Source: an optimization exercise on an open RTL-to-GDS flow (aim: small area, a short achievable clock period and few clock cycles). Production flows keep margins and buffers that such runs may drop.
Only simulation tests tie the RTL to the original design; equivalence was not proved.
Power and IR drop assume default switching activity.

--- flow/run.sh ---
#!/bin/bash
set -euo pipefail
cd "$(dirname "$0")/.."
bash standard.sh synth > flow_synth.log 2>&1
bash standard.sh \
  "BUFFER_PORTS_ARGS=-buffer_cell sky130_fd_sc_hd__buf_2" \
  "CTS_ARGS=-sink_clustering_enable -repair_clock_nets -sink_clustering_size 30 -sink_clustering_max_diameter 60 -dont_use_dummy_load" \
  finish > flow_layout.log 2>&1
--- standard.sh ---
#!/bin/bash
# synth_recipe.tcl (not shown) runs the flow's synth.tcl, then flattens the netlist and writes it again
# the make line also repeats each setting of config.mk as NAME=value (left out here)
make -C /OpenROAD-flow-scripts/flow DESIGN_CONFIG=/design/flow/config.mk WORK_HOME=/design/flow/orfs CLKGATE_MAP_FILE= SYNTH_SCRIPT=/design/flow/synth_recipe.tcl "${@:-finish}"
--- config.mk ---
export PLATFORM = sky130hd
export DESIGN_NAME = axi4_burst_slave_mem
export DESIGN_NICKNAME = axi4_burst_slave_mem
export VERILOG_FILES = /design/flow/design.v
export SDC_FILE = /design/flow/constraint.sdc
export NUM_CORES = 4
export LEC_CHECK = 0
export CAP_MARGIN = 20
export CORE_MARGIN = 2
export CORE_UTILIZATION = 60
export CTS_CLUSTER_DIAMETER = 60
export CTS_CLUSTER_SIZE = 30
export SETUP_SLACK_MARGIN = 2.6
export SLEW_MARGIN = 20
export TNS_END_PERCENT = 5
--- constraint.sdc ---
create_clock -name core_clock -period 5.0 [get_ports {S_AXI_ACLK}]
set_input_delay 1.0000 -clock core_clock [delete_from_list [all_inputs] [get_ports {S_AXI_ACLK}]]
set_output_delay 1.0000 -clock core_clock [all_outputs]
set_load 0.01 [all_outputs]
--- design.v ---
module axi4_burst_slave_mem #(
  parameter int unsigned C_S_AXI_ID_WIDTH   = 1,
  parameter int unsigned C_S_AXI_DATA_WIDTH = 32,
  parameter int unsigned C_S_AXI_ADDR_WIDTH = 32,
  parameter int unsigned C_MEM_ADDR_BITS    = 6
) (
  input  logic                            S_AXI_ACLK,
  input  logic                            S_AXI_ARESETN,
  input  logic [C_S_AXI_ID_WIDTH-1:0]     S_AXI_AWID,
  input  logic [C_S_AXI_ADDR_WIDTH-1:0]   S_AXI_AWADDR,
  input  logic [7:0]                      S_AXI_AWLEN,
  input  logic [2:0]                      S_AXI_AWSIZE,
  input  logic [1:0]                      S_AXI_AWBURST,
  input  logic                            S_AXI_AWVALID,
  output logic                            S_AXI_AWREADY,
  input  logic [C_S_AXI_DATA_WIDTH-1:0]   S_AXI_WDATA,
  input  logic [C_S_AXI_DATA_WIDTH/8-1:0] S_AXI_WSTRB,
  input  logic                            S_AXI_WLAST,
  input  logic                            S_AXI_WVALID,
  output logic                            S_AXI_WREADY,
  output logic [C_S_AXI_ID_WIDTH-1:0]     S_AXI_BID,
  output logic [1:0]                      S_AXI_BRESP,
  output logic                            S_AXI_BVALID,
  input  logic                            S_AXI_BREADY,
  input  logic [C_S_AXI_ID_WIDTH-1:0]     S_AXI_ARID,
  input  logic [C_S_AXI_ADDR_WIDTH-1:0]   S_AXI_ARADDR,
  input  logic [7:0]                      S_AXI_ARLEN,
  input  logic [2:0]                      S_AXI_ARSIZE,
  input  logic [1:0]                      S_AXI_ARBURST,
  input  logic                            S_AXI_ARVALID,
  output logic                            S_AXI_ARREADY,
  output logic [C_S_AXI_ID_WIDTH-1:0]     S_AXI_RID,
  output logic [C_S_AXI_DATA_WIDTH-1:0]   S_AXI_RDATA,
  output logic [1:0]                      S_AXI_RRESP,
  output logic                            S_AXI_RLAST,
  output logic                            S_AXI_RVALID,
  input  logic                            S_AXI_RREADY
  ,
  output logic [15:0]                     S_AXI_ERR_CNT
);
  localparam int unsigned ID_W   = C_S_AXI_ID_WIDTH;
  localparam int unsigned DATA_W = C_S_AXI_DATA_WIDTH;
  localparam int unsigned STRB_W = DATA_W / 8;
  localparam int unsigned IDX_W  = C_MEM_ADDR_BITS;
  localparam int unsigned DEPTH  = 1 << IDX_W;
  localparam logic [1:0] BURST_FIXED = 2'b00;
  localparam logic [1:0] BURST_INCR  = 2'b01;
  localparam logic [1:0] BURST_WRAP  = 2'b10;
  localparam logic [1:0] RESP_OKAY   = 2'b00;
  localparam logic [1:0] RESP_SLVERR = 2'b10;
  function automatic logic wrap_len_ok(input logic [7:0] len);
    wrap_len_ok = (len == 8'd1) || (len == 8'd3) || (len == 8'd7) || (len == 8'd15);
  endfunction
  function automatic logic req_err(input logic [1:0] addr_lo, input logic [7:0] len,
                                   input logic [2:0] size, input logic [1:0] burst);
    logic bad_wrap;
    bad_wrap = (burst == BURST_WRAP) && (!wrap_len_ok(len) || (addr_lo != 2'b00));
    req_err = (size != 3'b010) || (burst == 2'b11) || bad_wrap;
  endfunction
  function automatic logic [1:0] eff_burst(input logic [7:0] len, input logic [1:0] burst);
    logic [1:0] b;
    b = burst;
    if (burst == 2'b11) b = BURST_INCR;
    else if (burst == BURST_WRAP && !wrap_len_ok(len)) b = BURST_INCR;
    eff_burst = b;
  endfunction
  function automatic logic [IDX_W-1:0] next_idx(input logic [IDX_W-1:0] idx,
                                                input logic [3:0] len_lo,
                                                input logic [1:0] burst);
    logic [IDX_W-1:0] mask;
    logic [IDX_W-1:0] nxt;
    mask = IDX_W'(len_lo);
    case (burst)
      BURST_FIXED: nxt = idx;
      BURST_WRAP:  nxt = (idx & ~mask) | ((idx + IDX_W'(1)) & mask);
      default:     nxt = idx + IDX_W'(1);
    endcase
    next_idx = nxt;
  endfunction
  logic [DATA_W-1:0] mem [DEPTH];
  logic              w_act;       
  logic [ID_W-1:0]   w_id;
  logic [IDX_W-1:0]  w_ptr;       
  logic [7:0]        w_left;      
  logic              w_over;      
  logic [3:0]        w_len_lo;
  logic [1:0]        w_burst;
  logic              w_err;
  logic              bq_v;
  logic [ID_W-1:0]   bq_id;
  logic              bq_err;
  logic              aw_hs, w_hs, b_hs;
  logic              c_first;
  logic [ID_W-1:0]   c_id;
  logic [IDX_W-1:0]  c_ptr;
  logic [7:0]        c_left;
  logic              c_over;
  logic [3:0]        c_len_lo;
  logic [1:0]        c_burst;
  logic              c_err;
  logic              c_at_last;
  logic              c_err_nxt;
  logic              b_push;
  logic              bo_v_n, bq_v_n, w_act_n;
  always_comb begin
    aw_hs    = S_AXI_AWVALID & S_AXI_AWREADY;
    w_hs     = S_AXI_WVALID & S_AXI_WREADY;
    b_hs     = S_AXI_BVALID & S_AXI_BREADY;
    c_first  = !w_act;
    c_id     = c_first ? S_AXI_AWID : w_id;
    c_ptr    = c_first ? S_AXI_AWADDR[IDX_W+1:2] : w_ptr;
    c_left   = c_first ? S_AXI_AWLEN : w_left;
    c_over   = c_first ? 1'b0 : w_over;
    c_len_lo = c_first ? S_AXI_AWLEN[3:0] : w_len_lo;
    c_burst  = c_first ? eff_burst(S_AXI_AWLEN, S_AXI_AWBURST) : w_burst;
    c_err    = c_first ? req_err(S_AXI_AWADDR[1:0], S_AXI_AWLEN, S_AXI_AWSIZE, S_AXI_AWBURST)
                       : w_err;
    c_at_last = !c_over && (c_left == 8'd0);
    c_err_nxt = c_err | (S_AXI_WLAST ? !c_at_last : c_at_last);
    b_push    = w_hs & S_AXI_WLAST;
    w_act_n   = (w_act | aw_hs) & !b_push;
    bo_v_n    = (S_AXI_BVALID & !b_hs) | bq_v | b_push;
    bq_v_n    = (S_AXI_BVALID & !b_hs) & (bq_v | b_push);
  end
  always_ff @(posedge S_AXI_ACLK) begin
    if (aw_hs || w_hs) begin
      w_id     <= c_id;
      w_len_lo <= c_len_lo;
      w_burst  <= c_burst;
    end
    if (aw_hs && !w_hs) begin
      w_ptr  <= c_ptr;
      w_left <= c_left;
      w_over <= 1'b0;
      w_err  <= c_err;
    end else if (w_hs) begin
      if (!c_over) begin
        w_ptr  <= next_idx(c_ptr, c_len_lo, c_burst);
        w_left <= c_left - 8'd1;
      end
      w_over <= c_over | c_at_last;
      w_err  <= c_err_nxt;
    end
  end
  always_ff @(posedge S_AXI_ACLK) begin
    if (w_hs && !c_over) begin
      for (int b = 0; b < int'(STRB_W); b++) begin
        if (S_AXI_WSTRB[b]) mem[c_ptr][8*b +: 8] <= S_AXI_WDATA[8*b +: 8];
      end
    end
  end
  always_ff @(posedge S_AXI_ACLK or negedge S_AXI_ARESETN) begin
    if (!S_AXI_ARESETN) begin
      w_act         <= 1'b0;
      bq_v          <= 1'b0;
      bq_id         <= '0;
      bq_err        <= 1'b0;
      S_AXI_AWREADY <= 1'b0;
      S_AXI_WREADY  <= 1'b0;
      S_AXI_BVALID  <= 1'b0;
      S_AXI_BID     <= '0;
      S_AXI_BRESP   <= RESP_OKAY;
    end else begin
      w_act <= w_act_n;
      if (!S_AXI_BVALID || b_hs) begin
        if (bq_v) begin
          S_AXI_BID   <= bq_id;
          S_AXI_BRESP <= bq_err ? RESP_SLVERR : RESP_OKAY;
        end else begin
          S_AXI_BID   <= c_id;
          S_AXI_BRESP <= c_err_nxt ? RESP_SLVERR : RESP_OKAY;
        end
      end
      if (b_push && (bq_v || (S_AXI_BVALID && !b_hs))) begin
        bq_id  <= c_id;
        bq_err <= c_err_nxt;
      end
      S_AXI_BVALID  <= bo_v_n;
      bq_v          <= bq_v_n;
      S_AXI_AWREADY <= !w_act_n && !bq_v_n;
      S_AXI_WREADY  <= w_act_n || !bq_v_n;
    end
  end
  logic              ap_v;
  logic [ID_W-1:0]   ap_id;
  logic [IDX_W-1:0]  ap_ptr;
  logic [7:0]        ap_len;
  logic [1:0]        ap_burst;
  logic              ap_err;
  logic              g_act;
  logic [ID_W-1:0]   g_id;
  logic [DEPTH-1:0]  g_sel;       
  logic [7:0]        g_left;      
  logic              g_last;      
  logic              g_err;
  logic              g_fix, g_inc, g_w2, g_w4, g_w8, g_w16;
  logic              ar_hs, r_hs, out_free, r_adv, g_free;
  logic [ID_W-1:0]   a_id;
  logic [IDX_W-1:0]  a_ptr;
  logic [7:0]        a_len;
  logic [1:0]        a_burst;
  logic              a_err;
  logic              a_wrap;
  logic              g_load, ap_v_n;
  logic [DEPTH-1:0]  a_sel, g_sel_adv, g_sel_n;
  logic              s_hold, s_inc, s_w2, s_w4, s_w8, s_w16;
  logic [DATA_W-1:0] g_rd_lo, g_rd_hi;
  logic [DATA_W-1:0] r_data_lo, r_data_hi;
  logic [DATA_W-1:0] r_data_lo_n, r_data_hi_n;
  always_comb begin
    ar_hs    = S_AXI_ARVALID & S_AXI_ARREADY;
    r_hs     = S_AXI_RVALID & S_AXI_RREADY;
    out_free = !S_AXI_RVALID | S_AXI_RREADY;
    r_adv    = g_act & out_free;
    g_free   = !g_act | (out_free & g_last);
    a_id    = ap_v ? ap_id    : S_AXI_ARID;
    a_ptr   = ap_v ? ap_ptr   : S_AXI_ARADDR[IDX_W+1:2];
    a_len   = ap_v ? ap_len   : S_AXI_ARLEN;
    a_burst = ap_v ? ap_burst : eff_burst(S_AXI_ARLEN, S_AXI_ARBURST);
    a_err   = ap_v ? ap_err   : req_err(S_AXI_ARADDR[1:0], S_AXI_ARLEN, S_AXI_ARSIZE,
                                        S_AXI_ARBURST);
    a_wrap  = (a_burst == BURST_WRAP);
    g_load  = g_free & (ap_v | ar_hs);
    ap_v_n  = (ap_v & !g_free) | (ar_hs & !(g_free & !ap_v));
    a_sel   = '0;
    a_sel[a_ptr] = 1'b1;
    s_hold = g_fix | !r_adv;
    s_inc  = g_inc & r_adv;
    s_w2   = g_w2 & r_adv;
    s_w4   = g_w4 & r_adv;
    s_w8   = g_w8 & r_adv;
    s_w16  = g_w16 & r_adv;
    for (int i = 0; i < int'(DEPTH); i++) begin
      g_sel_adv[i] = (s_hold & g_sel[i])
                   | ((s_inc | (s_w2 & (i % 2 != 0)) | (s_w4 & (i % 4 != 0))
                       | (s_w8 & (i % 8 != 0)) | (s_w16 & (i % 16 != 0)))
                      & g_sel[(i + int'(DEPTH) - 1) % int'(DEPTH)]);
      if (i % 2 == 0)  g_sel_adv[i] = g_sel_adv[i] | (s_w2 & g_sel[i + 1]);
      if (i % 4 == 0)  g_sel_adv[i] = g_sel_adv[i] | (s_w4 & g_sel[i + 3]);
      if (i % 8 == 0)  g_sel_adv[i] = g_sel_adv[i] | (s_w8 & g_sel[i + 7]);
      if (i % 16 == 0) g_sel_adv[i] = g_sel_adv[i] | (s_w16 & g_sel[i + 15]);
    end
    g_sel_n = ({DEPTH{g_load}} & a_sel) | ({DEPTH{!g_load}} & g_sel_adv);
    g_rd_lo = r_data_lo & {DATA_W{!r_adv}};
    g_rd_hi = r_data_hi & {DATA_W{!r_adv}};
    for (int i = 0; i < int'(DEPTH) / 2; i++) begin
      g_rd_lo = g_rd_lo | (mem[i] & {DATA_W{g_sel[i] & r_adv}});
      g_rd_hi = g_rd_hi
              | (mem[i + int'(DEPTH) / 2] & {DATA_W{g_sel[i + int'(DEPTH) / 2] & r_adv}});
    end
    r_data_lo_n = g_rd_lo;
    r_data_hi_n = g_rd_hi;
  end
  always_ff @(posedge S_AXI_ACLK) begin
    if (ar_hs) begin
      ap_id    <= S_AXI_ARID;
      ap_ptr   <= S_AXI_ARADDR[IDX_W+1:2];
      ap_len   <= S_AXI_ARLEN;
      ap_burst <= eff_burst(S_AXI_ARLEN, S_AXI_ARBURST);
      ap_err   <= req_err(S_AXI_ARADDR[1:0], S_AXI_ARLEN, S_AXI_ARSIZE, S_AXI_ARBURST);
    end
    g_sel     <= g_sel_n;
    r_data_lo <= r_data_lo_n;
    r_data_hi <= r_data_hi_n;
    if (g_load) begin
      g_id   <= a_id;
      g_left <= a_len;
      g_last <= (a_len == 8'd0);
      g_err  <= a_err;
      g_fix  <= (a_burst == BURST_FIXED);
      g_inc  <= (a_burst == BURST_INCR);
      g_w2   <= a_wrap & (a_len[3:0] == 4'd1);
      g_w4   <= a_wrap & (a_len[3:0] == 4'd3);
      g_w8   <= a_wrap & (a_len[3:0] == 4'd7);
      g_w16  <= a_wrap & (a_len[3:0] == 4'd15);
    end else if (r_adv) begin
      g_left <= g_left - 8'd1;
      g_last <= (g_left == 8'd1);
    end
    if (r_adv) begin
      S_AXI_RID   <= g_id;
      S_AXI_RRESP <= g_err ? RESP_SLVERR : RESP_OKAY;
      S_AXI_RLAST <= g_last;
    end
  end
  always_ff @(posedge S_AXI_ACLK or negedge S_AXI_ARESETN) begin
    if (!S_AXI_ARESETN) begin
      ap_v          <= 1'b0;
      g_act         <= 1'b0;
      S_AXI_ARREADY <= 1'b0;
      S_AXI_RVALID  <= 1'b0;
    end else begin
      ap_v          <= ap_v_n;
      g_act         <= g_load | (g_act & !g_free);
      S_AXI_ARREADY <= !ap_v_n;
      if (r_adv)     S_AXI_RVALID <= 1'b1;
      else if (r_hs) S_AXI_RVALID <= 1'b0;
    end
  end
  assign S_AXI_RDATA = r_data_lo | r_data_hi;
  logic [15:0] err_p1_c, err_p2_c;
  logic        err_b_c, err_r_c;
  always_comb begin
    err_b_c  = b_hs & S_AXI_BRESP[1];
    err_r_c  = r_hs & S_AXI_RLAST & S_AXI_RRESP[1];
    err_p1_c = (S_AXI_ERR_CNT == 16'hFFFF) ? 16'hFFFF : S_AXI_ERR_CNT + 16'd1;
    err_p2_c = (S_AXI_ERR_CNT[15:1] == 15'h7FFF) ? 16'hFFFF : S_AXI_ERR_CNT + 16'd2;
  end
  always_ff @(posedge S_AXI_ACLK or negedge S_AXI_ARESETN) begin
    if (!S_AXI_ARESETN)          S_AXI_ERR_CNT <= '0;
    else if (err_b_c && err_r_c) S_AXI_ERR_CNT <= err_p2_c;
    else if (err_b_c || err_r_c) S_AXI_ERR_CNT <= err_p1_c;
  end
endmodule
==> out/qor.csv, run 1 <==
metric;value;unit
outcome;timing/DRC/antenna clean;
numCtsBuffers;144;
grt_overflow;0;
synthAdderAreaFrac;0.001158;
crit_slowest_cell;nor4_1;
gp_congestion;0.9225;
finalSetupViolCount;0;
synth_edf_count;2108;
die_w;378.8;µm
fin_skew;0.04577;ns
drt_iter0_drc;10560;
synth_mux_area_frac;0.004825;
finalNetCount;5624;
synth_xor_area_frac;0.003429;
ir_drop;0.3578;mV
min_period;2.714;ns
cp.arrival;3.35;ns
viasPerCell;7.482;
final_common_cell;edfxtp_1;
dp_hpwl;189100;µm
grt_antenna_before_repair;13;
grt_max_degree;65;
synth-seq-cells;2266;
wirelength;300900;µm
ios;196;
clkTransAtPathRegs;0.08;ns
required;5.64;ns
root_buffer;clkbuf_16;
fp-row-count;137;
worst_pin_slew;1.201;ns
yosys.area_share.simple;0.05668;
synth_compound_area_frac;0.1262;
fmax;368.4;MHz
finalNonFillerCells;7367;
dp.cells;7056;
synth_area;0.08428;mm²
start_kind;input port;
syn_to_final_growth;14.42;%
end_kind;register;
clockBufferDepth;3;
die-area;0.1435;mm²
power_density;485.7;mW/mm²
synth_cells;5058;
syn_area_per_cell;16.66;µm²
path_cells;buf_2 -> nand2b_4 -> nand2_8 -> buf_12 -> nor4_1 -> o21ai_0;
grt_usage;0.4140;
synth.distinct_cells;82;
wl_per_cell;40.84;µm
layout_common_cells;2108 x edfxtp_1, 568 x a22oi_1, 368 x buf_4, 194 x nor2_1, 147 x a221oi_1;
vias;55120;
fillers;9262;
ant_nets;0;
period_share;0.5428;
slowest_delay;0.88;ns
hp-class;input port to async pin;
drive_gt1_frac;0.2114;
p_leak;30.46;nW
rsz0062_at_grt;yes;
grt_pass1_vias;51050;
core;0.1395;mm²
holdWs;0.3908;ns
drc;0;
insertion_delay;0.81;ns
r2r_slack;2.32;ns
final_core_util;0.6912;
htreeDepth;4;
synth_seq_area_share;0.7903;
maxSlewViolCount;0;
critPathBufInv;2;
ys_warn_count;1;
cts_tree;done;
drv_cap;0;
hold_buffers;0;
port_buffers;145;
grt_pass1_wl;404600;µm
initial_core_util;0.6040;
synth_flop_cell;edfxtp_1;
slew_headroom;0.1980;
hold_viol;0;
synthArstFlopShare;0.01280;
clock_sinks;2266;
cp_max_fo;32;
synth_top_family_by_area;compound AO/OA/AOI/OAI gates;
crit_type;input port to register;
critical_path.top_delay_family;simple AND/OR/NAND/NOR gates;
drt-pass1-iter-count;10;
tns;0;ns
die_h;378.8;µm
[synth_stat cells (48+ instances only)]
| library cell | count | area (µm²) |
|---|---|---|
| and3_1 | 60 | 375.4 |
| dfxtp_1 | 129 | 2582 |
| edfxtp_1 | 2108 | 63300 |
| a21oi_1 | 73 | 365.4 |
| a22o_1 | 146 | 1279 |
| o21ai_0 | 66 | 330.3 |
| nor2_1 | 347 | 1303 |
| a221oi_1 | 150 | 1314 |
| nand3_1 | 73 | 365.4 |
| o22ai_1 | 52 | 325.3 |
| buf_1 | 48 | 180.2 |
| nand2_1 | 187 | 701.9 |
| a22oi_1 | 568 | 4264 |
| nand4_1 | 146 | 913.4 |
| a222oi_1 | 136 | 1361 |
| clkbuf_1 | 266 | 998.5 |
[layout make-up]
type,count,area (µm²),area share
flip-flops and latches,2266,66740,0.6921
multi-input cells,2429,18050,0.1871
repair buffers,626,5577,0.05783
clock buffers,144,3603,0.03737
well taps,1876,2347,0.02434
inverters,14,92.59,0.0009601
diodes,12,30.03,0.0003114
[state kept, by name, summed over array words and instances (netlist names), 2 cells and up, named ones only]
name           flops
S_AXI_ERR_CNT     16
ap_burst           2
ap_len             8
ap_ptr             6
g_left             8
g_sel             64
mem             2048
r_data_hi         32
r_data_lo         32
w_burst            2
w_left             8
w_len_lo           4
w_ptr              6
[routing by layer]
metal / part of all wire / routed length [µm] / up-vias / GRT usage
met5: 0.00022 / 65 / - / 0
met4: 0.051 / 15280 / 10 / 0.1742
met3: 0.15 / 46110 / 784 / 0.1141
met2: 0.44 / 133600 / 4719 / 0.6161
met1: 0.35 / 105800 / 27970 / 0.5815
li1: - / - / 21640 / -
[final timing paths]
path                                     startpoint                      endpoint  cells after the start
setup reg to reg           S_AXI_RVALID$_DFFE_PN0P_         r_data_lo[15]$_DFF_P_                      5
max in group asynchronous             S_AXI_ARESETN               w_act$_DFF_PN0_                      1
hold / removal                        S_AXI_ARESETN  S_AXI_ERR_CNT[0]$_DFFE_PN0P_                      1
hold reg to reg                      g_id$_DFFE_PP_           S_AXI_RID$_DFFE_PP_                      0
setup / recovery                       S_AXI_RREADY         r_data_lo[15]$_DFF_P_                      6
min in group core_clock               S_AXI_ARID[0]               ap_id$_DFFE_PP_                      1
[through the flow]
stage | area [µm²] | setup slack (ns) | power [mW]
after floorplan | 84730 | 2.285 | 28.65
after global placement | 88980 | 1.026 | 34.79
after detailed placement | 89000 | 0.9999 | 34.91
after CTS | 94370 | 2.257 | 45.74
after global routing | 96410 | 2.357 | 47.66
final | 96440 | 2.286 | 46.84
[cells by family after synthesis]
family	Yosys count
DFF	2266
buffers and inverters	368
xor gates and xnor gates	33
other	1
muxes	39
and+or+nand+nor	980
AOI/OAI and AO/OA	1363
adders and majority gates	8
[report_power, final]
part | total (mW) | leakage (nW) | switching, mW | internal [mW]
Combinational | 12.4 | 8.28 | 8.53 | 3.86
Clock | 11.0 | 1.77 | 5.87 | 5.11
Sequential | 23.5 | 20.4 | 1.95 | 21.5
[what timing repair did]
action | 4_1_cts | 5_1_grt
pin swaps | 47 | 67
setup buffers | 68 | 79
endpoints found under the setup margin | 2263 | 2264
gates cloned | 2 | 5
endpoints found under the hold margin | 0 | 0
gates resized for setup | 220 | 239
Testbench counts, summed over its fixed seeds: cycles 10,239.
==> inputs of run 2 (changes only) <==
--- a/design.v
+++ b/design.v
@@ -298,17 +298,26 @@
     end
   end
   assign S_AXI_RDATA = r_data_lo | r_data_hi;
-  logic [15:0] err_p1_c, err_p2_c;
+  logic [15:0] err_cnt_n;         
+  logic [15:0] err_cnt_c, err_p1_c, err_p2_c;
   logic        err_b_c, err_r_c;
   always_comb begin
-    err_b_c  = b_hs & S_AXI_BRESP[1];
-    err_r_c  = r_hs & S_AXI_RLAST & S_AXI_RRESP[1];
-    err_p1_c = (S_AXI_ERR_CNT == 16'hFFFF) ? 16'hFFFF : S_AXI_ERR_CNT + 16'd1;
-    err_p2_c = (S_AXI_ERR_CNT[15:1] == 15'h7FFF) ? 16'hFFFF : S_AXI_ERR_CNT + 16'd2;
+    err_b_c   = b_hs & S_AXI_BRESP[1];
+    err_r_c   = r_hs & S_AXI_RLAST & S_AXI_RRESP[1];
+    err_cnt_c = ~err_cnt_n;
+    err_p1_c  = (err_cnt_c == 16'hFFFF) ? 16'hFFFF : err_cnt_c + 16'd1;
+    err_p2_c  = (err_cnt_c[15:1] == 15'h7FFF) ? 16'hFFFF : err_cnt_c + 16'd2;
   end
   always_ff @(posedge S_AXI_ACLK or negedge S_AXI_ARESETN) begin
-    if (!S_AXI_ARESETN)          S_AXI_ERR_CNT <= '0;
-    else if (err_b_c && err_r_c) S_AXI_ERR_CNT <= err_p2_c;
-    else if (err_b_c || err_r_c) S_AXI_ERR_CNT <= err_p1_c;
+    if (!S_AXI_ARESETN) begin
+      S_AXI_ERR_CNT <= '0;
+      err_cnt_n     <= '1;
+    end else if (err_b_c && err_r_c) begin
+      S_AXI_ERR_CNT <= err_p2_c;
+      err_cnt_n     <= ~err_p2_c;
+    end else if (err_b_c || err_r_c) begin
+      S_AXI_ERR_CNT <= err_p1_c;
+      err_cnt_n     <= ~err_p1_c;
+    end
   end
 endmodule
==> run 2 against run 1 <==
Effect of this change:
- maximum frequency increased by 2.9%
- die area increased by 0.22%
- worst hold slack got worse by 0.096 ns
- sequential power increased by 3%
- clock power about the same
- setup slack improved by 0.075 ns
- routed wire length decreased by 5.8%
==> out/qor.csv, run 2 <==
metric;value;unit
outcome;timing/DRC/antenna clean;
netlist_top_cells_count;2108 x edfxtp_1, 522 x a22oi_1, 351 x nor2_1;
grt_max_degree;65;
vias;53860;
period_share;0.5277;
insertion_delay;0.82;ns
viasPerCell;7.326;
ir_drop;0.4192;mV
start_kind;register;
crit_type;register to register;
fmax;379.0;MHz
grt_overflow;0;
synth_top_area_frac;0.7494;
clock_sinks;2282;
final_core_util;0.6865;
wirelength;283300;µm
largest_registers;mem (2048), g_sel (64);
synth_area;0.08447;mm²
synth_flop_cell;edfxtp_1;
gp_congestion;0.9186;
clockBufferDepth;3;
finalNetCount;5621;
hold_buffers;0;
syn_to_final_growth;13.53;%
grt_antenna_before_repair;4;
reg2reg_from;w_act$_DFF_PN0_;
syn_area_per_cell;16.66;µm²
synth.distinct_cells;80;
synthArstFlopShare;0.01972;
grt_pass1_wl;385700;µm
die-area;0.1438;mm²
maxSlewViolCount;0;
wl_per_cell;38.54;µm
fin_skew;0.05494;ns
final_common_cell;edfxtp_1;
p_leak;30.66;nW
htreeDepth;4;
worst_pin_slew;1.021;ns
synth.most_common_cell;edfxtp_1;
synth_cells;5069;
yosys.area.top_type;edfxtp_1;
slew_headroom;0.3193;
tns;0;ns
r2r_cells;8;
cp.arrival;3.13;ns
synth_seq_area_share;0.7935;
r2r_slack;2.36;ns
clkTransAtPathRegs;0.07;ns
synth-seq-cells;2282;
drt_iter0_drc;9342;
regMostFlops;mem;
ys_warn_count;1;
fp-row-count;137;
fillers;9460;
drt-pass1-iter-count;7;
synth_edf_count;2108;
ios;196;
root_buffer;clkbuf_16;
min_period;2.639;ns
ant_nets;0;
end_kind;register;
layout_common_cells;2108 x edfxtp_1, 521 x a22oi_1, 412 x buf_4, 239 x nor2_1, 238 x a221oi_1;
drc;0;
port_buffers;145;
cts_tree;done;
grt_pass1_vias;49820;
rsz0062_at_grt;yes;
drive_gt1_frac;0.2113;
hold_viol;0;
die_w;379.2;µm
required;5.49;ns
hp-class;input port to async pin;
diodes;0;
numCtsBuffers;145;
ys_top_cells_by_area;edfxtp_1 75%, a22oi_1 4.6%, dfxtp_1 3.1%;
dp_hpwl;175100;µm
cp_max_fo;10;
die_h;379.2;µm
initial_core_util;0.6046;
crit_path_end;mem[7][24]$_DFFE_PP_;
core;0.1397;mm²
critical_path.startpoint;w_act$_DFF_PN0_;
largest_reg_flops;2048;
timing.rr.end;mem[7][24]$_DFFE_PP_;
finalSetupViolCount;0;
grt_usage;0.3914;
power_density;499.0;mW/mm²
drv_cap;0;
[run 2: kinds of logic (layout without fill, tap and decap cells)]
kind of cell,Yosys count,count (layout),synth area share
flops,2282,2282,0.7935
compound gates,1371,1371,0.1264
simple gates,952,955,0.05393
buf+inv,389,792,0.01752
xor+xnor,34,34,0.003525
mux,32,32,0.003910
fa+ha+maj,8,8,0.001155
other cells,1,2,0.00004439
[run 2: through the flow]
stage | hold WS, ns | total power, mW | instance area, µm² | worst slack (ns) | cells
after global placement | 0.4012 | 35.90 | 89280 | 0.7288 | 7088
after detailed placement | 0.4054 | 35.99 | 89300 | 0.7139 | 7089
final | 0.2946 | 47.85 | 95900 | 2.361 | 7352
after global routing | 0.3234 | 48.82 | 95900 | 2.345 | 7352
after CTS | 0.2849 | 46.92 | 94370 | 2.336 | 7279
after floorplan | 0.4003 | 29.56 | 84720 | 2.158 | 5070
[run 2: final cells by class]
class	instances	area, µm²	area share
Clock buffer	145	3628	0.03784
Inverter	19	95.09	0.0009915
Multi-Input combinational cell	2402	17540	0.1829
Sequential cell	2282	67190	0.7006
Tap cell	1876	2347	0.02448
Timing Repair Buffer	628	5105	0.05323
[run 2: what timing repair did]
item                                     CTS  global route
setup buffers                             44            70
endpoints found under the setup margin  2219          2215
gates resized for setup                  249           197
pin swaps                                 22            34
cloned                                     1             3
[run 2: worst min-delay path by stage]
stage                         startpoint                   to  slack (ns)  cells past startpoint
after floorplan           g_id$_DFFE_PP_  S_AXI_RID$_DFFE_PP_        0.40                      0
after global placement    g_id$_DFFE_PP_  S_AXI_RID$_DFFE_PP_        0.40                      0
after detailed placement  g_id$_DFFE_PP_  S_AXI_RID$_DFFE_PP_        0.41                      0
after CTS                  S_AXI_ARESETN    bq_id$_DFFE_PN0P_        0.28                      2
after global routing       S_AXI_ARESETN            async pin        0.32                      2
final                      S_AXI_ARESETN       ap_v$_DFF_PN0_        0.29                      2
[run 2: power breakdown]
group	internal (mW)	switching [mW]	total, mW
logic	4.10	8.40	12.5
registers	21.8	2.58	24.3
clock network	5.14	5.87	11.0
[run 2: layer usage]
metal / routed length [µm] / global-route usage / share of wire
met1: 103400 / 0.5583 / 0.37
met5: 32 / 0 / 0.00011
met4: 14070 / 0.1619 / 0.050
met3: 38120 / 0.08817 / 0.13
met2: 127700 / 0.5891 / 0.45
[run 2: critical path, stage by stage (launching register included)]
cell and delay, ns:
dfrtp_2 0.49, buf_12 0.17, mux2i_4 0.23, buf_4 0.18, nor3_2 0.10, buf_4 0.32, nand2_2 0.27, nor2_1 0.32
buf_4 0.25
Testbench counts of run 2, summed over its fixed seeds: cycles 10,239.
==> inputs of run 3 (changes only) <==
--- a/design.v
+++ b/design.v
@@ -86,6 +86,10 @@
   logic [3:0]        w_len_lo;
   logic [1:0]        w_burst;
   logic              w_err;
+  logic              wp_v;
+  logic [IDX_W-1:0]  wp_ptr;
+  logic [DATA_W-1:0] wp_data;
+  logic [STRB_W-1:0] wp_strb;
   logic              bq_v;
   logic [ID_W-1:0]   bq_id;
   logic              bq_err;
@@ -123,6 +127,9 @@
     bq_v_n    = (S_AXI_BVALID & !b_hs) & (bq_v | b_push);
   end
   always_ff @(posedge S_AXI_ACLK) begin
+    wp_ptr  <= c_ptr;
+    wp_data <= S_AXI_WDATA;
+    wp_strb <= S_AXI_WSTRB;
     if (aw_hs || w_hs) begin
       w_id     <= c_id;
       w_len_lo <= c_len_lo;
@@ -143,15 +150,16 @@
     end
   end
   always_ff @(posedge S_AXI_ACLK) begin
-    if (w_hs && !c_over) begin
+    if (wp_v) begin
       for (int b = 0; b < int'(STRB_W); b++) begin
-        if (S_AXI_WSTRB[b]) mem[c_ptr][8*b +: 8] <= S_AXI_WDATA[8*b +: 8];
+        if (wp_strb[b]) mem[wp_ptr][8*b +: 8] <= wp_data[8*b +: 8];
       end
     end
   end
   always_ff @(posedge S_AXI_ACLK or negedge S_AXI_ARESETN) begin
     if (!S_AXI_ARESETN) begin
       w_act         <= 1'b0;
+      wp_v          <= 1'b0;
       bq_v          <= 1'b0;
       bq_id         <= '0;
       bq_err        <= 1'b0;
@@ -162,6 +170,7 @@
       S_AXI_BRESP   <= RESP_OKAY;
     end else begin
       w_act <= w_act_n;
+      wp_v  <= w_hs & !c_over;
       if (!S_AXI_BVALID || b_hs) begin
         if (bq_v) begin
           S_AXI_BID   <= bq_id;
==> run 3 against run 2 <==
Effect of this change:
- still clean on timing, DRC and antenna
- combinational power increased by 4%
- maximum frequency is 1.1% lower
- critical path type is now register to primary output
- sequential cell count up 43
- global-route usage up 1.9 points
- first-iteration DRC count up 15%
- register-to-register slack about the same
- highest routed layer is now met4
- critical path depth shrank 6
- worst hold slack got worse by 0.067 ns
- sequential power shrank 2%
==> out/qor.csv, run 3 <==
metric;value;unit
outcome;timing/DRC/antenna clean;
grt_pass1_wl;411400;µm
required;4.00;ns
synth_edf_count;2108;
min_period;2.669;ns
maxSlewViolCount;0;
ant_nets;0;
crit_type;register to primary output;
r2r_slack;2.36;ns
core;0.1430;mm²
drv_cap;0;
grt_max_degree;77;
grt_antenna_before_repair;6;
wirelength;305100;µm
wl_per_cell;41.42;µm
finalInstanceArea;0.09565;mm²
final_common_cell;edfxtp_1;
r2r_cells;3;
finalNetCount;5603;
fin_skew;0.08262;ns
synth.distinct_cells;88;
drt_iter0_drc;10780;
synth-seq-cells;2325;
final_core_util;0.6690;
synth_area;0.08610;mm²
initial_core_util;0.6022;
fp-row-count;139;
numCtsBuffers;142;
gp_congestion;0.9904;
die-area;0.1465;mm²
synthArstFlopShare;0.01978;
crit_path_end;S_AXI_RDATA[22];
critical_path.startpoint;r_data_lo[22]$_DFF_P_;
p_leak;30.05;nW
synth_top_area_frac;0.7352;
finalPower;47.96;mW
rsz0062_at_grt;yes;
yosys.area.top_type;edfxtp_1;
die_h;382.8;µm
clkTransAtPathRegs;0.07;ns
slew_headroom;0.2794;
ir_drop;0.3773;mV
path_cells;or2_4 -> buf_2;
vias;55620;
synth_cells;5211;
power_density;501.4;mW/mm²
hp-class;input port to async pin;
synth_flop_cell;edfxtp_1;
drive_gt1_frac;0.1883;
viasPerCell;7.551;
clock_sinks;2325;
crit_slowest_cell;dfxtp_1;
syn_area_per_cell;16.52;µm²
regMostFlops;mem;
grt_overflow;0;
holdWs;0.2273;ns
ys_top_cells_by_area;edfxtp_1 74%, a22oi_1 4.9%, dfxtp_1 4.0%;
largest_reg_flops;2048;
slowest_delay;0.48;ns
largest_registers;mem (2048), g_sel (64);
cts_tree;done;
ys_warn_count;1;
worst_pin_slew;1.081;ns
hold_viol;0;
port_buffers;145;
placed_area;0.09026;mm²
cp.arrival;1.67;ns
synth_seq_area_share;0.7886;
drt-pass1-iter-count;10;
reg2reg_from;wp_ptr[3]$_DFF_P_;
start_kind;register;
fmax;374.7;MHz
end_kind;primary output;
htreeDepth;4;
insertion_delay;0.83;ns
die_w;382.8;µm
synth.most_common_cell;edfxtp_1;
finalSetupViolCount;0;
grt_pass1_vias;50930;
timing.rr.end;mem[8][13]$_DFFE_PP_;
root_buffer;clkbuf_16;
dp_hpwl;189500;µm
tns;0;ns
drc;0;
clockBufferDepth;3;
period_share;0.5338;
layout_common_cells;2108 x edfxtp_1, 559 x a22oi_1, 300 x buf_4, 198 x nor2_1, 195 x nand2_1;
hold_buffers;0;
ios;196;
netlist_top_cells_count;2108 x edfxtp_1, 559 x a22oi_1, 347 x nor2_1;
syn_to_final_growth;11.09;%
grt_usage;0.4108;
cp_max_fo;2;
-- run 3: cell count changes after synthesis, sizes merged, moves of 32 or more --
cell    change
dfxtp      +42
a22o       -62
a221oi     -98
nand4      -32
and3       +58
a222oi     +72
nand2      +32
a22oi      +37
-- run 3: report_power, final --
| part | internal, mW | leakage [nW] | switching [mW] | total (mW) |
|---|---|---|---|---|
| clock network | 5.04 | 1.75 | 5.97 | 11.0 |
| logic | 3.98 | 7.41 | 9.05 | 13.0 |
| registers | 22.1 | 20.9 | 1.83 | 23.9 |
| total | 31.1 | 30.1 | 16.8 | 48.0 |
-- run 3: repair_timing --
action                                   CTS  global route
gates resized for setup                  290            81
gates cloned                               2             3
pin swaps                                 10            10
buffers inserted                          21            15
endpoints found under the setup margin  2100          1547
-- run 3: kinds of logic (layout without fill, tap and decap cells) --
family          count (synthesis)  after routing  synth area share
compound gates               1371           1371            0.1246
mux                            40             40          0.004854
buf+inv                       390            635           0.01763
fa+ha+maj                       7              7          0.001017
simple gates                 1037           1038           0.05918
xor+xnor                       40             40          0.004069
other cells                     1              7        0.00004356
flops                        2325           2325            0.7886
-- run 3: layout make-up --
cell class,instances,area (µm²)
Tap cell,1903,2381
Sequential cell,2325,68060
Fill cell,9831,47310
Timing Repair Buffer,479,3666
Clock buffer,142,3553
Multi-Input combinational cell,2498,17910
Antenna cell,5,12.51
Inverter,14,71.32
-- run 3: critical path, delay by kind of cell (launching register included) --
kind / cells / cell delay, ns
buffers and inverters: 1 / 0.15
flip-flops: 1 / 0.48
AND/OR/NAND/NOR: 1 / 0.25
-- run 3: stage by stage --
| stage | instances | setup slack [ns] |
|---|---|---|
| 6_report | 7366 | 2.331 |
| 5_1_grt | 7361 | 2.322 |
| 4_1_cts | 7343 | 2.336 |
| 3_5_place_dp | 7178 | 1.300 |
| 3_3_place_gp | 7175 | 1.306 |
| 2_1_floorplan | 5212 | 2.159 |
-- run 3: layer usage --
metal	up-vias	wire [µm]	part of all wire	track usage
li1	21760	-	-	-
met1	28340	111100	0.36	0.5937
met2	4788	130600	0.43	0.5866
met3	728	49160	0.16	0.1289
met4	0	14210	0.047	0.1627
met5	-	0	0	0
-- run 3: worst min path at each step --
stage	start	end	slack, ns	cells past startpoint
after global routing	S_AXI_ARESETN	S_AXI_AWREADY$_DFF_PN0_	0.25	1
after floorplan	g_id$_DFFE_PP_	S_AXI_RID$_DFFE_PP_	0.40	0
after detailed placement	g_id$_DFFE_PP_	S_AXI_RID$_DFFE_PP_	0.41	0
after global placement	g_id$_DFFE_PP_	S_AXI_RID$_DFFE_PP_	0.40	0
after CTS	S_AXI_WDATA[31]	wp_data[31]$_DFF_P_	0.26	1
final	S_AXI_ARESETN	S_AXI_AWREADY$_DFF_PN0_	0.23	1
Testbench counts of run 3, summed over its fixed seeds: cycles 10,239.
==> inputs of run 4 (changes only) <==
--- a/design.v
+++ b/design.v
@@ -211,7 +211,7 @@
   logic              a_err;
   logic              a_wrap;
   logic              g_load, ap_v_n;
-  logic [DEPTH-1:0]  a_sel, g_sel_adv, g_sel_n;
+  logic [DEPTH-1:0]  a_sel, ap_sel, ar_sel, g_sel_adv, g_sel_n;
   logic              s_hold, s_inc, s_w2, s_w4, s_w8, s_w16;
   logic [DATA_W-1:0] g_rd_lo, g_rd_hi;
   logic [DATA_W-1:0] r_data_lo, r_data_hi;
@@ -231,8 +231,11 @@
     a_wrap  = (a_burst == BURST_WRAP);
     g_load  = g_free & (ap_v | ar_hs);
     ap_v_n  = (ap_v & !g_free) | (ar_hs & !(g_free & !ap_v));
-    a_sel   = '0;
-    a_sel[a_ptr] = 1'b1;
+    ap_sel  = '0;
+    ap_sel[ap_ptr] = 1'b1;
+    ar_sel  = '0;
+    ar_sel[S_AXI_ARADDR[IDX_W+1:2]] = 1'b1;
+    a_sel   = ap_v ? ap_sel : ar_sel;
     s_hold = g_fix | !r_adv;
     s_inc  = g_inc & r_adv;
     s_w2   = g_w2 & r_adv;
==> run 4 against run 3 <==
Effect of this change:
- cell count fell by 2.0%
- cell area down 0.88%
- register-to-register slack lost 0.12 ns
- combinational power is 5% lower
- sequential cell count unchanged
- worst hold slack improved by 0.045 ns
- non-clock buffer count down 57
- first-iteration DRC count fell by 3.6%
- setup slack worse by 0.092 ns
- clock-buffer cell count up 1
- critical endpoint is now mem[54][14]$_DFFE_PP_
- highest routed layer is now met5
==> out/qor.csv, run 4 <==
metric;value;unit
layout_common_cells;2108 x edfxtp_1, 432 x a22oi_1, 266 x buf_4, 225 x a221oi_1, 204 x a22o_1;
required;5.48;ns
initial_core_util;0.6060;
cp_max_fo;38;
critical_path.startpoint;wp_v$_DFF_PN0_;
syn_to_final_growth;10.23;%
p_leak;29.52;nW
final_common_cell;edfxtp_1;
rsz0062_at_grt;yes;
maxSlewViolCount;0;
ant_nets;0;
syn_area_per_cell;16.75;µm²
dp_hpwl;187400;µm
die_w;382.6;µm
clockBufferDepth;3;
finalSetupViolCount;0;
synth_area;0.08601;mm²
timing.rr.end;mem[54][14]$_DFFE_PP_;
slew_headroom;0.3082;
holdPathStages;1;
insertion_delay;0.83;ns
numCtsBuffers;143;
synthArstFlopShare;0.01978;
synth.distinct_cells;84;
pwr-share-clk;0.231;
drt_iter0_drc;10390;
path_cells;nand2_8 -> buf_4 -> nor2_1 -> buf_4;
min_to;wp_data[0]$_DFF_P_;
largest_reg_flops;2048;
grt_max_degree;78;
synth-seq-cells;2325;
p_switching;16.74;mW
synth_cells;5135;
end_kind;register;
crit_path_frequent_cell;buf_4;
root_buffer;clkbuf_16;
synth_top_area_frac;0.7360;
placed_area;0.08994;mm²
drt-pass1-iter-count;13;
ys_top_cells_by_area;edfxtp_1 74%, dfxtp_1 4.0%, a22oi_1 3.8%;
tns;0;ns
fp-row-count;138;
min_period;2.761;ns
synth_flop_cell;edfxtp_1;
r2r_slack;2.24;ns
cp.arrival;3.24;ns
gp_congestion;0.9369;
grt_pass1_vias;50200;
die-area;0.1464;mm²
netlist_top_cells_count;2108 x edfxtp_1, 432 x a22oi_1, 349 x nor2_1;
clock_sinks;2325;
largest_registers;mem (2048), g_sel (64);
drv_cap;0;
pwr-share-seq;0.510;
worst_pin_slew;1.038;ns
ys_warn_count;1;
core;0.1419;mm²
start_kind;register;
regMostFlops;mem;
slowest_delay;0.70;ns
min-delay-start;S_AXI_WDATA[0];
hold_buffers;0;
hp-class;input port to register;
drive_gt1_frac;0.1910;
crit_type;register to register;
drc;0;
htreeDepth;4;
finalInstanceArea;0.09480;mm²
vias;54480;
synth_edf_count;2108;
grt_antenna_before_repair;11;
wirelength;298400;µm
grt_usage;0.4046;
yosys.area.top_type;edfxtp_1;
outcome;timing/DRC/antenna clean;
period_share;0.5522;
internal_power;31.01;mW
fin_skew;0.07602;ns
die_h;382.6;µm
cts_tree;done;
clkTransAtPathRegs;0.10;ns
crit_slowest_cell;dfrtp_2;
grt_overflow;0;
fmax;362.2;MHz
ios;196;
synth.most_common_cell;edfxtp_1;
r2r_cells;4;
viasPerCell;7.546;
synth_seq_area_share;0.7894;
ir_drop;0.4094;mV
power_density;503.7;mW/mm²
switching_share;0.3507;
grt_pass1_wl;404700;µm
p_comb_frac;0.258;
hold_viol;0;
wl_per_cell;41.33;µm
port_buffers;145;
reg2reg_from;wp_v$_DFF_PN0_;
finalNetCount;5471;
[run 4: changes by cell type after synthesis, moves of 22 or more]
cell      change
nand3_1      -22
a22o_1       +55
and3_1       -30
a22oi_1     -127
a22oi_2      +30
nand2_1      -34
a221oi_1     +84
[run 4: area by class of cell]
type | instances | area, µm²
Antenna cell | 5 | 12.51
Clock buffer | 143 | 3578
Fill cell | 9897 | 47130
Inverter | 23 | 95.09
Multi-Input combinational cell | 2411 | 17770
Sequential cell | 2325 | 68050
Tap cell | 1890 | 2365
Timing Repair Buffer | 422 | 2917
Timing Repair inverter | 1 | 5.005
[run 4: per-layer routing]
layer  track usage  vias up  routed length, µm
li1              -    21410                  -
met1        0.5778    27770             107200
met2        0.5954     4542             132000
met3        0.1127      758              44910
met4        0.1605        8              14170
met5             0        -                 57
[run 4: logic make-up (layout without fill, tap and decap cells)]
kind of cell / count (synthesis) / in the layout / synth area share
AOI/OAI and AO/OA: 1357 / 1357 / 0.1267
and+or+nand+nor: 964 / 964 / 0.05511
buffers and inverters: 400 / 589 / 0.01856
adders and majority gates: 8 / 8 / 0.001164
muxes: 41 / 41 / 0.005004
xor gates and xnor gates: 39 / 39 / 0.003972
DFF: 2325 / 2325 / 0.7894
other: 1 / 7 / 0.00004360
[run 4: worst max-delay path by stage]
stage,to
after floorplan,g_sel[32]$_DFF_P_
after global placement,mem[28][2]$_DFFE_PP_
after detailed placement,mem[17][13]$_DFFE_PP_
after CTS,S_AXI_RDATA[28]
after global routing,mem[28][3]$_DFFE_PP_
final,mem[54][14]$_DFFE_PP_
[run 4: through the flow]
step	std cells	utilization	setup slack [ns]	hold WS, ns	power, mW
6_report	7220	0.6679	2.239	0.2727	47.75
3_5_place_dp	7063	0.6337	1.535	0.4213	36.31
3_3_place_gp	7059	0.6332	1.513	0.4074	36.19
2_1_floorplan	5136	-	2.490	0.4003	30.00
4_1_cts	7206	0.6640	2.337	0.2393	47.00
5_1_grt	7216	0.6679	2.259	0.2530	48.59
[run 4: worst max-delay path, delay by kind of cell, from the launching register on]
family                 cells  cell delay, ns
AND/OR/NAND/NOR            2            0.93
buffers and inverters      2            0.73
flip-flops                 1            0.70
[run 4: repair_timing]
item / 4_1_cts / 5_1_grt
buffers inserted: 0 / 8
cloned: 0 / 1
pin swaps: 0 / 1
endpoints found under the hold margin: 0 / 0
endpoints found under the setup margin: 1969 / 1605
resized for setup: 239 / 116
[run 4: power groups by stage]
stage	sequential (mW)	clock (mW)	combinational, mW
final	24.4	11.0	12.3
after global routing	24.3	11.6	12.6
after CTS	24.2	11.0	11.7
after detailed placement	24.7	0	11.7
after global placement	24.6	0	11.6
after floorplan	22.8	0	7.16
Testbench counts of run 4, summed over its fixed seeds: cycles 10,239.
==> inputs of run 5 (changes only) <==
--- a/config.mk
+++ b/config.mk
@@ -12,4 +12,4 @@
 export CTS_CLUSTER_SIZE = 30
 export SETUP_SLACK_MARGIN = 2.6
 export SLEW_MARGIN = 20
-export TNS_END_PERCENT = 5
+export TNS_END_PERCENT = 10
==> run 5 against run 4 <==
Effect of this change:
- still clean on timing, DRC and antenna
- worst hold slack better by 0.026 ns
- cell count about the same
- setup slack better by 0.048 ns
- maximum frequency up 1.8%
- die area unchanged
- sequential power about the same
- first-iteration DRC count down 5.0%
- synthesized area unchanged
- combinational power down 3%
- critical path depth up 1
- synthesized cell count unchanged
- critical path type unchanged
- critical endpoint is now mem[54][4]$_DFFE_PP_
==> out/qor.csv, run 5 <==
metric;value;unit
die-area;0.1464;mm²
synth_area;0.08601;mm²
hp-class;input port to register;
vias;53870;
crit_type;register to register;
syn_to_final_growth;10.41;%
core;0.1419;mm²
start_kind;register;
grt_usage;0.3991;
ir_drop;0.3328;mV
synth-seq-cells;2325;
ios;196;
drive_gt1_frac;0.1896;
cts_tree;done;
viasPerCell;7.459;
fp-row-count;138;
clockBufferDepth;3;
worst_pin_slew;1.152;ns
fin_skew;0.05668;ns
htreeDepth;4;
cp.arrival;3.20;ns
port_buffers;145;
drt_iter0_drc;9866;
drc;0;
regMostFlops;mem;
fmax;368.5;MHz
largest_reg_flops;2048;
grt_antenna_before_repair;11;
holdWs;0.2988;ns
synthArstFlopShare;0.01978;
synth.most_common_cell;edfxtp_1;
finalNetCount;5472;
initial_core_util;0.6060;
synth_cells;5135;
dp_hpwl;182800;µm
ant_nets;0;
synth.distinct_cells;84;
grt_overflow;0;
die_w;382.6;µm
outcome;timing/DRC/antenna clean;
ys_top_cells_by_area;edfxtp_1 74%, dfxtp_1 4.0%, a22oi_1 3.8%;
crit_path_frequent_cell;nand2_1;
crit_slowest_cell;dfxtp_2;
wirelength;294900;µm
root_buffer;clkbuf_16;
netlist_top_cells_count;2108 x edfxtp_1, 432 x a22oi_1, 349 x nor2_1;
finalInstanceArea;0.09496;mm²
clkTransAtPathRegs;0.09;ns
tns;0;ns
period_share;0.5427;
slowest_delay;0.60;ns
slew_headroom;0.2317;
wl_per_cell;40.83;µm
grt_max_degree;65;
grt_pass1_wl;400800;µm
synth_flop_cell;edfxtp_1;
synth_edf_count;2108;
syn_area_per_cell;16.75;µm²
p_leak;29.58;nW
required;5.48;ns
largest_registers;mem (2048), g_sel (64);
layout_common_cells;2108 x edfxtp_1, 432 x a22oi_1, 254 x buf_4, 224 x a221oi_1, 204 x a22o_1;
final_common_cell;edfxtp_1;
clock_sinks;2325;
synth_seq_area_share;0.7894;
drt-pass1-iter-count;8;
drv_cap;0;
critical_path.top_delay_family;simple AND/OR/NAND/NOR gates;
rsz0062_at_grt;yes;
gp_congestion;1.001;
yosys.area.top_type;edfxtp_1;
die_h;382.6;µm
critPathBufInv;1;
min_period;2.713;ns
hold_viol;0;
finalSetupViolCount;0;
ys_warn_count;1;
hold_buffers;0;
synth_top_area_frac;0.7360;
numCtsBuffers;145;
power_density;501.6;mW/mm²
insertion_delay;0.80;ns
grt_pass1_vias;50040;
path_cells;nand2_1 -> nor2_1 -> nand2_1 -> nor2_2 -> buf_4;
placed_area;0.08996;mm²
end_kind;register;
cp_max_fo;8;
maxSlewViolCount;0;
[run 5: cell counts after synthesis]
No cell type changed its count.
[run 5: logic make-up (layout without fill, tap and decap cells)]
group	count (synthesis)	in the layout	synth area share
AO/OA/AOI/OAI	1357	1357	0.1267
buffers and inverters	400	588	0.01856
adder cells (fa/ha/maj)	8	8	0.001164
multiplexers	41	41	0.005004
other	1	8	0.00004360
flip-flops	2325	2325	0.7894
AND/OR/NAND/NOR	964	966	0.05511
XOR/XNOR	39	39	0.003972
[run 5: power breakdown]
group	switching, mW	total (mW)	leakage, nW	internal, mW
clock	5.97	11.1	1.79	5.14
combinational	8.01	11.9	6.89	3.86
sequential	2.57	24.6	20.9	22.1
total	16.6	47.6	29.6	31.1
[run 5: layout make-up]
type,instances,area [µm²]
multi-input cells,2413,17730
clock buffers,145,3628
well taps,1890,2365
repair buffers,417,2994
diodes,6,15.01
inverters,23,118.9
flip-flops and latches,2325,68090
repair inverters,3,27.53
fillers,9791,46970
[run 5: what timing repair did]
action,CTS,global route
endpoints found under the setup margin,2069,1301
gates resized for setup,254,94
buffers inserted,3,10
endpoints found under the hold margin,0,0
gates cloned,0,5
pin swaps,0,4
[run 5: per-layer routing]
layer  track usage  part of all wire  vias up
li1              -                 -    21420
met1        0.5540              0.35    27450
met2        0.6171              0.46     4233
met3       0.08171              0.13      765
met4        0.1789             0.054        6
met5             0           0.00013        -
[run 5: worst paths after layout]
kind / startpoint / to / slack, ns / cells after the start
max: wp_ptr[4]$_DFF_P_ / mem[54][4]$_DFFE_PP_ / 2.29 / 5
min: S_AXI_WDATA[22] / wp_data[22]$_DFF_P_ / 0.30 / 1
max reg2reg: wp_ptr[4]$_DFF_P_ / mem[54][4]$_DFFE_PP_ / 2.29 / 5
min reg2reg: g_err$_DFFE_PP_ / S_AXI_RRESP[1]$_DFFE_PP_ / 0.43 / 0
max in group asynchronous: S_AXI_ARESETN / wp_v$_DFF_PN0_ / 4.18 / 2
min in group asynchronous: S_AXI_ARESETN / ap_v$_DFF_PN0_ / 0.31 / 2
[run 5: metrics by stage]
step	setup WS, ns	std cells	util	total power [mW]
after floorplan	2.490	5136	-	30.00
after global placement	1.440	7050	0.6331	36.03
after detailed placement	1.371	7053	0.6338	36.14
after CTS	2.304	7201	0.6654	46.93
after global routing	2.325	7216	0.6690	48.55
final	2.287	7222	0.6691	47.63
==> inputs of run 6 (changes only) <==
--- a/design.v
+++ b/design.v
@@ -253,15 +253,15 @@
       if (i % 16 == 0) g_sel_adv[i] = g_sel_adv[i] | (s_w16 & g_sel[i + 15]);
     end
     g_sel_n = ({DEPTH{g_load}} & a_sel) | ({DEPTH{!g_load}} & g_sel_adv);
-    g_rd_lo = r_data_lo & {DATA_W{!r_adv}};
-    g_rd_hi = r_data_hi & {DATA_W{!r_adv}};
+    g_rd_lo = ~r_data_lo & {DATA_W{!r_adv}};
+    g_rd_hi = ~r_data_hi & {DATA_W{!r_adv}};
     for (int i = 0; i < int'(DEPTH) / 2; i++) begin
       g_rd_lo = g_rd_lo | (mem[i] & {DATA_W{g_sel[i] & r_adv}});
       g_rd_hi = g_rd_hi
               | (mem[i + int'(DEPTH) / 2] & {DATA_W{g_sel[i + int'(DEPTH) / 2] & r_adv}});
     end
-    r_data_lo_n = g_rd_lo;
-    r_data_hi_n = g_rd_hi;
+    r_data_lo_n = ~g_rd_lo;
+    r_data_hi_n = ~g_rd_hi;
   end
   always_ff @(posedge S_AXI_ACLK) begin
     if (ar_hs) begin
@@ -309,7 +309,7 @@
       else if (r_hs) S_AXI_RVALID <= 1'b0;
     end
   end
-  assign S_AXI_RDATA = r_data_lo | r_data_hi;
+  assign S_AXI_RDATA = ~(r_data_lo & r_data_hi);
   logic [15:0] err_cnt_n;         
   logic [15:0] err_cnt_c, err_p1_c, err_p2_c;
   logic        err_b_c, err_r_c;
--- a/config.mk
+++ b/config.mk
@@ -12,4 +12,4 @@
 export CTS_CLUSTER_SIZE = 30
 export SETUP_SLACK_MARGIN = 2.6
 export SLEW_MARGIN = 20
-export TNS_END_PERCENT = 10
+export TNS_END_PERCENT = 5
==> run 6 against run 5 <==
Effect of this change:
- critical path depth is the same
- critical path type unchanged
- setup slack lost 0.032 ns
- cell area shrank 0.51%
- via count grew 1.0%
- total power grew 0.28%
- highest routed layer unchanged
==> out/qor.csv, run 6 <==
metric;value;unit
p_leak;29.67;nW
die_h;381.7;µm
synthArstFlopShare;0.01978;
synth.distinct_cells;86;
reg2reg_from;wp_ptr[1]$_DFF_P_;
fmax;364.3;MHz
finalPower;47.77;mW
power_density;505.6;mW/mm²
ios;196;
slew_headroom;0.2531;
synth_area;0.08559;mm²
synth_flop_cell;edfxtp_1;
cp_max_fo;8;
worst_pin_slew;1.120;ns
ir_drop;0.3885;mV
die_w;381.7;µm
gp_congestion;0.9564;
required;5.49;ns
tns;0;ns
syn_area_per_cell;16.66;µm²
timing.rr.end;mem[6][11]$_DFFE_PP_;
synth_edf_count;2108;
dp.cells;7066;
holdWs;0.2701;ns
grt_usage;0.3960;
min_period;2.745;ns
outcome;timing/DRC/antenna clean;
grt_pass1_vias;50180;
final_core_util;0.6673;
finalNetCount;5481;
wirelength;291400;µm
synth_seq_area_share;0.7933;
largest_registers;mem (2048), g_sel (64);
drv_cap;0;
wl_per_cell;40.33;µm
clkTransAtPathRegs;0.10;ns
grt_antenna_before_repair;8;
fin_skew;0.06040;ns
synth_cells;5136;
clock_sinks;2325;
numCtsBuffers;143;
regMostFlops;mem;
hold_buffers;0;
largest_reg_flops;2048;
vias;54410;
drt_iter0_drc;10270;
die-area;0.1457;mm²
grt_max_degree;65;
finalNonFillerCells;7226;
final_common_cell;edfxtp_1;
hp-class;input port to register;
finalSetupViolCount;0;
period_share;0.5491;
ant_nets;0;
yosys.area.top_type;edfxtp_1;
dp_hpwl;179200;µm
rsz0062_at_grt;yes;
critical_path.startpoint;wp_ptr[1]$_DFF_P_;
maxSlewViolCount;0;
synth-seq-cells;2325;
fp-row-count;138;
drive_gt1_frac;0.1813;
crit_path_end;mem[6][11]$_DFFE_PP_;
initial_core_util;0.6045;
grt_overflow;0;
ys_warn_count;1;
crit_type;register to register;
core;0.1416;mm²
clockBufferDepth;3;
root_buffer;clkbuf_16;
syn_to_final_growth;10.39;%
insertion_delay;0.82;ns
synth.most_common_cell;edfxtp_1;
ys_top_cells_by_area;edfxtp_1 74%, a22oi_1 5.0%, dfxtp_1 4.0%;
end_kind;register;
r2r_cells;5;
drc;0;
layout_common_cells;2108 x edfxtp_1, 566 x a22oi_1, 271 x buf_4, 200 x nand2_1, 173 x a22o_1;
start_kind;register;
synth_top_area_frac;0.7396;
r2r_slack;2.25;ns
cp.arrival;3.23;ns
grt_pass1_wl;396500;µm
port_buffers;145;
hold_viol;0;
htreeDepth;4;
drt-pass1-iter-count;9;
viasPerCell;7.530;
cts_tree;done;
netlist_top_cells_count;2108 x edfxtp_1, 566 x a22oi_1, 315 x clkbuf_1;
-- run 6: per-stage QoR --
step	setup WS [ns]	instance area [µm²]
final	2.255	94480
after detailed placement	1.345	89520
after floorplan	2.234	85650
after global placement	1.379	89450
after CTS	2.360	93780
after global routing	2.336	94480
-- run 6: cells by family (layout without fill, tap and decap cells) --
| family | Yosys count | after routing | synth area share |
|---|---|---|---|
| fa+ha+maj | 9 | 9 | 0.001287 |
| simple gates | 961 | 963 | 0.05389 |
| mux | 39 | 39 | 0.004883 |
| compound gates | 1376 | 1376 | 0.1258 |
| xor+xnor | 31 | 31 | 0.003172 |
| buf+inv | 394 | 590 | 0.01766 |
| flops | 2325 | 2325 | 0.7933 |
| other cells | 1 | 3 | 0.00004382 |
-- run 6: layer usage --
layer  wire length [µm]  global-route usage
met4              12860              0.1463
met1             106200              0.5759
met5                116                   0
met3              46670              0.1275
met2             125500              0.5644
-- run 6: layout make-up --
class	count	area (µm²)
sequential	2325	68080
clock buffer	143	3578
timing repair buffer	430	2974
fill	9821	47110
tap	1890	2365
multi-input combinational	2420	17400
antenna	1	2.502
inverter	17	83.83
-- run 6: worst min path at each step --
stage,from,end,cells past startpoint,slack (ns)
detailed placement,g_id$_DFFE_PP_,S_AXI_RID$_DFFE_PP_,0,0.41
CTS,S_AXI_WDATA[24],wp_data[24]$_DFF_P_,1,0.24
global placement,g_err$_DFFE_PP_,S_AXI_RRESP[1]$_DFFE_PP_,0,0.40
floorplan,g_id$_DFFE_PP_,S_AXI_RID$_DFFE_PP_,0,0.40
global route,S_AXI_WDATA[24],wp_data[24]$_DFF_P_,1,0.26
finish,S_AXI_WDATA[24],wp_data[24]$_DFF_P_,1,0.27
-- run 6: timing repair --
item | 4_1_cts | 5_1_grt
gates cloned | 1 | 1
buffers inserted | 2 | 12
pin swaps | 2 | 10
setup endpoints to repair | 2005 | 1591
resized for setup | 217 | 129
-- run 6: where the power goes --
group	switching [mW]	internal [mW]	leakage, nW	total [mW]
sequential	2.71	22.1	20.9	24.8
combinational	8.23	3.72	6.99	12.0
clock	5.94	5.08	1.76	11.0
-- run 6: worst max-delay path, cell delays in order, from the launching register on --
cell and delay (ns):
dfxtp_1 0.52, nand2_1 0.12, nor2_2 0.50, nand2_1 0.57
nor2_2 0.45, buf_4 0.27
Testbench counts of run 6, summed over its fixed seeds: cycles 10,239.

[afterwards: timing with drivers on the ports]
The results above use ideal ports. As a check the final layouts listed here were re-extracted and re-timed, cells and wires unchanged.
Step 1 sets driving cells, clkbuf_16 on the clock port and buf_2 on the other inputs (assumed; they add their load-dependent delay and slew).
Step 2 also shifts input and output timing later by t, the mid clock arrival at the registers, as if the neighbouring blocks saw the same clock.
a / b / c = ideal / step 1 / step 2; a / b = the first two.
run | t, ns | setup slack, ns | slew at the worst register clock pin (ns) | worst data-port slew with drivers (ns)
run 1 | 0.867 | 2.286 / 2.285 / 1.466 | 0.11 / 0.11 | 0.08
run 2 | 0.879 | 2.361 / 2.301 / 1.716 | 0.10 / 0.10 | 0.08
run 3 | 0.875 | 2.331 / 2.242 / 1.563 | 0.11 / 0.11 | 0.06
run 4 | 0.878 | 2.239 / 2.239 / 1.631 | 0.11 / 0.11 | 0.06
run 5 | 0.855 | 2.287 / 2.236 / 1.632 | 0.11 / 0.11 | 0.07
run 6 | 0.872 | 2.255 / 2.255 / 1.811 | 0.11 / 0.11 | 0.06
After both steps every run listed still meets setup and hold. The setup slack of run 1, which loses most, moves by -0.001 ns with the drivers and by -0.820 ns with both steps.
